Source: an optimization exercise on an open RTL-to-GDS flow (aim: small area, a short achievable clock period and few clock cycles per item). Production flows keep margins and buffers that such runs may drop.
Function was checked by simulation only, so behaviour that the tests miss may differ from the original.
Power is estimated from default activity; no workload was simulated.

## pepper
Design wallace_mult, start of the top module:
module wallace_mult (
	input  logic                  clk,
	input  logic                  rst_n,
	input  logic                  in_valid,
	input  wallace_pkg::operand_t a,
	input  wallace_pkg::operand_t b,
	output logic                  in_credit,
	output logic                  out_valid,
	output wallace_pkg::product_t product,
	input  logic                  out_credit
);
export LEC_CHECK = 0
export CAP_MARGIN = 20
export CORE_MARGIN = 2
export CORE_UTILIZATION = 40
export SETUP_SLACK_MARGIN = 2.0
export SLEW_MARGIN = 20
create_clock -name core_clock -period 4.0 [get_ports {clk}]
run.sh (not shown) runs the stock make flow with config.mk's settings and CLKGATE_MAP_FILE= SYNTH_SCRIPT=/design/flow/synth_recipe.tcl, a recipe that flattens the netlist after the stock synthesis.
pepper finished end to end and its layout was clean on timing, DRC and antenna.
Testbench counts of pepper, summed over its fixed seeds: cycles 3,232, items 3,200.
The inputs of willow differ from those of pepper as listed below.
# pepper
export LEC_CHECK = 0
export CAP_MARGIN = 20
export CORE_MARGIN = 2
export CORE_UTILIZATION = 40
export SETUP_SLACK_MARGIN = 2.0
export SLEW_MARGIN = 20
create_clock -name core_clock -period 4.0 [get_ports {clk}]
# willow
export LEC_CHECK = 0
export ABC_AREA = 1
export CAP_MARGIN = 20
export CORE_MARGIN = 2
export CORE_UTILIZATION = 40
export CTS_CLUSTER_DIAMETER = 80
export CTS_CLUSTER_SIZE = 30
export SETUP_SLACK_MARGIN = 1.7
export SLEW_MARGIN = 20
create_clock -name core_clock -period 4.0 [get_ports {clk}]
[summary]
- In the metrics for willow and pepper, the one carrying the higher global-route usage is willow.
- Higher portion of total power attributed to the clock network goes to pepper over willow.
- In terms of routed wire length, willow and pepper differ only marginally.
- Compared with pepper, in willow post-layout worst setup margin went up by 0.029 ns, power per standard cell area went down by 2.4%, post-synthesis to final-layout area growth went down by 17 points, first-iteration DRC count went down by about 20%, shortest clock period the worst path allows after layout went down by 0.029 ns.
Modified inputs, fjord compared to willow
# willow
export LEC_CHECK = 0
export ABC_AREA = 1
export CAP_MARGIN = 20
export CORE_MARGIN = 2
export CORE_UTILIZATION = 40
export CTS_CLUSTER_DIAMETER = 80
export CTS_CLUSTER_SIZE = 30
export SETUP_SLACK_MARGIN = 1.7
export SLEW_MARGIN = 20
create_clock -name core_clock -period 4.0 [get_ports {clk}]
# fjord
export LEC_CHECK = 0
export CAP_MARGIN = 20
export CORE_MARGIN = 2
export CORE_UTILIZATION = 40
export SETUP_SLACK_MARGIN = 1.8
export SLEW_MARGIN = 20
create_clock -name core_clock -period 4.0 [get_ports {clk}]
### Flow results
Diff willow -> fjord: proportion of synthesized flip-flops having asynchronous set or reset essentially unchanged, multi-input logic portion of the cell area increased 0.43 points, number of non-clock inverters in the layout decreased about 46%, average cell area after synthesis increased 19%, via density per instance increased 0.36. Having completed the whole flow, fjord delivered a layout that passed the timing, DRC and antenna checks. Area: fjord vs willow -> fjord larger. The final reports for fjord and willow show initial antenna violation count higher in the former. Core utilization: fjord higher than willow. Final critical-path share of the clock period (higher): fjord.
For raven, these inputs were changed with respect to fjord:
# fjord
export LEC_CHECK = 0
export CAP_MARGIN = 20
export CORE_MARGIN = 2
export CORE_UTILIZATION = 40
export SETUP_SLACK_MARGIN = 1.8
export SLEW_MARGIN = 20
create_clock -name core_clock -period 4.0 [get_ports {clk}]
# raven
export LEC_CHECK = 0
export ABC_AREA = 1
export CAP_MARGIN = 20
export CORE_MARGIN = 2
export CORE_UTILIZATION = 40
export SETUP_SLACK_MARGIN = 2.0
export SLEW_MARGIN = 20
create_clock -name core_clock -period 4.0 [get_ports {clk}]
Notes after the runs:
On raven: worst hold-check slack is 0.0087 ns lower than what fjord gave.
Fraction of area in registers, fjord and raven: larger value in fjord
Run comparison: fjord uppermost signal routing layer after detailed routing met5; raven uppermost signal routing layer after detailed routing met4
Between fjord and raven, the difference in diode insertion count for antenna repair is negligible.
Summary of the comparison: post-cts repair resize count is higher in raven, relative to fjord.
Diff fjord -> raven: number of vias in the routed layout has increased, simple-gate share of the synthesized area has increased, portion of the layout cell area used by non-clock buffers has increased, post-synthesis sequential area ratio has decreased.
raven vs fjord — transition time of the tightest slew-check pin dropped 0.0056 ns.

* * *

Starting RTL as in the previous note.
Settings: LEC_CHECK=0, ABC_AREA=1, CAP_MARGIN=20, CORE_MARGIN=2, CORE_UTILIZATION=40, CTS_CLUSTER_DIAMETER=80, CTS_CLUSTER_SIZE=30, SETUP_SLACK_MARGIN=1.9, SLEW_MARGIN=20; clock period 4.0 ns.
Testbench counts at the start, summed over its fixed seeds: cycles 3,232, items 3,200.
==> next run, changes <==
--- a/flow/config.mk
+++ b/flow/config.mk
@@ -7,3 +7,2 @@
 export LEC_CHECK = 0
-export ABC_AREA = 1
 export CAP_MARGIN = 20
@@ -13,3 +12,3 @@
 export CTS_CLUSTER_SIZE = 30
-export SETUP_SLACK_MARGIN = 1.9
+export SETUP_SLACK_MARGIN = 1.8
 export SLEW_MARGIN = 20
After rerunning: Final area drops by 2.4%. Sequential share of layout area goes up by 1.1 points. First-iteration DRC count goes down by 5.6%. Power fell by 1.9%. Worst setup slack got worse by 99 ps. Cell count went down by 15%.
==> next run, changes <==
--- a/flow/config.mk
+++ b/flow/config.mk
@@ -10,4 +10,4 @@
 export CORE_UTILIZATION = 40
-export CTS_CLUSTER_DIAMETER = 80
-export CTS_CLUSTER_SIZE = 30
+export CTS_CLUSTER_DIAMETER = 100
+export CTS_CLUSTER_SIZE = 40
 export SETUP_SLACK_MARGIN = 1.8
Result: Design area falls by about 1.6%; non-clock buffer count drops by 3; clock skew rises by 6.2 ps; worst setup slack improves by 9.3 ps; flip-flop and latch count does not change; via count barely changes; clock power decreases by about 23%; hold slack gains 10 ps; synthesized area is unchanged; count of clock-buffer cells in the layout goes down by 4.
==> next run, changes <==
--- a/flow/config.mk
+++ b/flow/config.mk
@@ -7,2 +7,3 @@
 export LEC_CHECK = 0
+export ABC_AREA = 1
 export CAP_MARGIN = 20
@@ -10,4 +11,2 @@
 export CORE_UTILIZATION = 40
-export CTS_CLUSTER_DIAMETER = 100
-export CTS_CLUSTER_SIZE = 40
 export SETUP_SLACK_MARGIN = 1.8
After rerunning: Clock power goes up by about 60%; area after synthesis is higher by 1.6%; die area went up by about 1.6%.

## re-timing with driven ports
In the flow no input, the clock included, has a driving cell. The finished layouts below were timed again as built, in two steps. Step 1 sets driving cells, clkbuf_16 on the clock port and buf_2 on the other inputs (assumed; they add their load-dependent delay and slew). Step 2 adds t to the input delays and takes it off the output delays; t is the mean of the earliest and latest rising clock arrival at the registers after step 1. Input paths then give back, and output paths get back, about the clock's delay inside the block. a / b / c = ideal ports / drivers / drivers and shift; a / b = the first two.
run | shift t [ns] | setup slack, ns | worst hold slack (ns) | latest minus earliest clock arrival (ns)
pepper | 0.597 | 1.731 / 1.731 / 1.189 | 0.421 / 0.410 / 0.421 | 0.027 / 0.026
willow | 0.581 | 1.760 / 1.709 / 1.252 | 0.432 / 0.432 / 0.432 | 0.029 / 0.029
fjord | 0.595 | 1.729 / 1.729 / 1.251 | 0.429 / 0.413 / 0.431 | 0.020 / 0.020
raven | 0.576 | 1.779 / 1.779 / 1.537 | 0.420 / 0.420 / 0.420 | 0.016 / 0.016
the first run of note 2 | 0.582 | 1.823 / 1.823 / 1.397 | 0.427 / 0.427 / 0.427 | 0.023 / 0.022
the second run of note 2 | 0.582 | 1.724 / 1.724 / 1.219 | 0.432 / 0.426 / 0.432 | 0.034 / 0.034
the third run of note 2 | 0.556 | 1.733 / 1.701 / 1.210 | 0.443 / 0.441 / 0.443 | 0.039 / 0.039
the fourth run of note 2 | 0.581 | 1.780 / 1.780 / 1.245 | 0.420 / 0.420 / 0.420 | 0.013 / 0.013
After both steps every run listed still meets setup and hold. The setup slack of pepper, which loses most, moves by 0.000 ns with the drivers and by -0.542 ns with both steps.
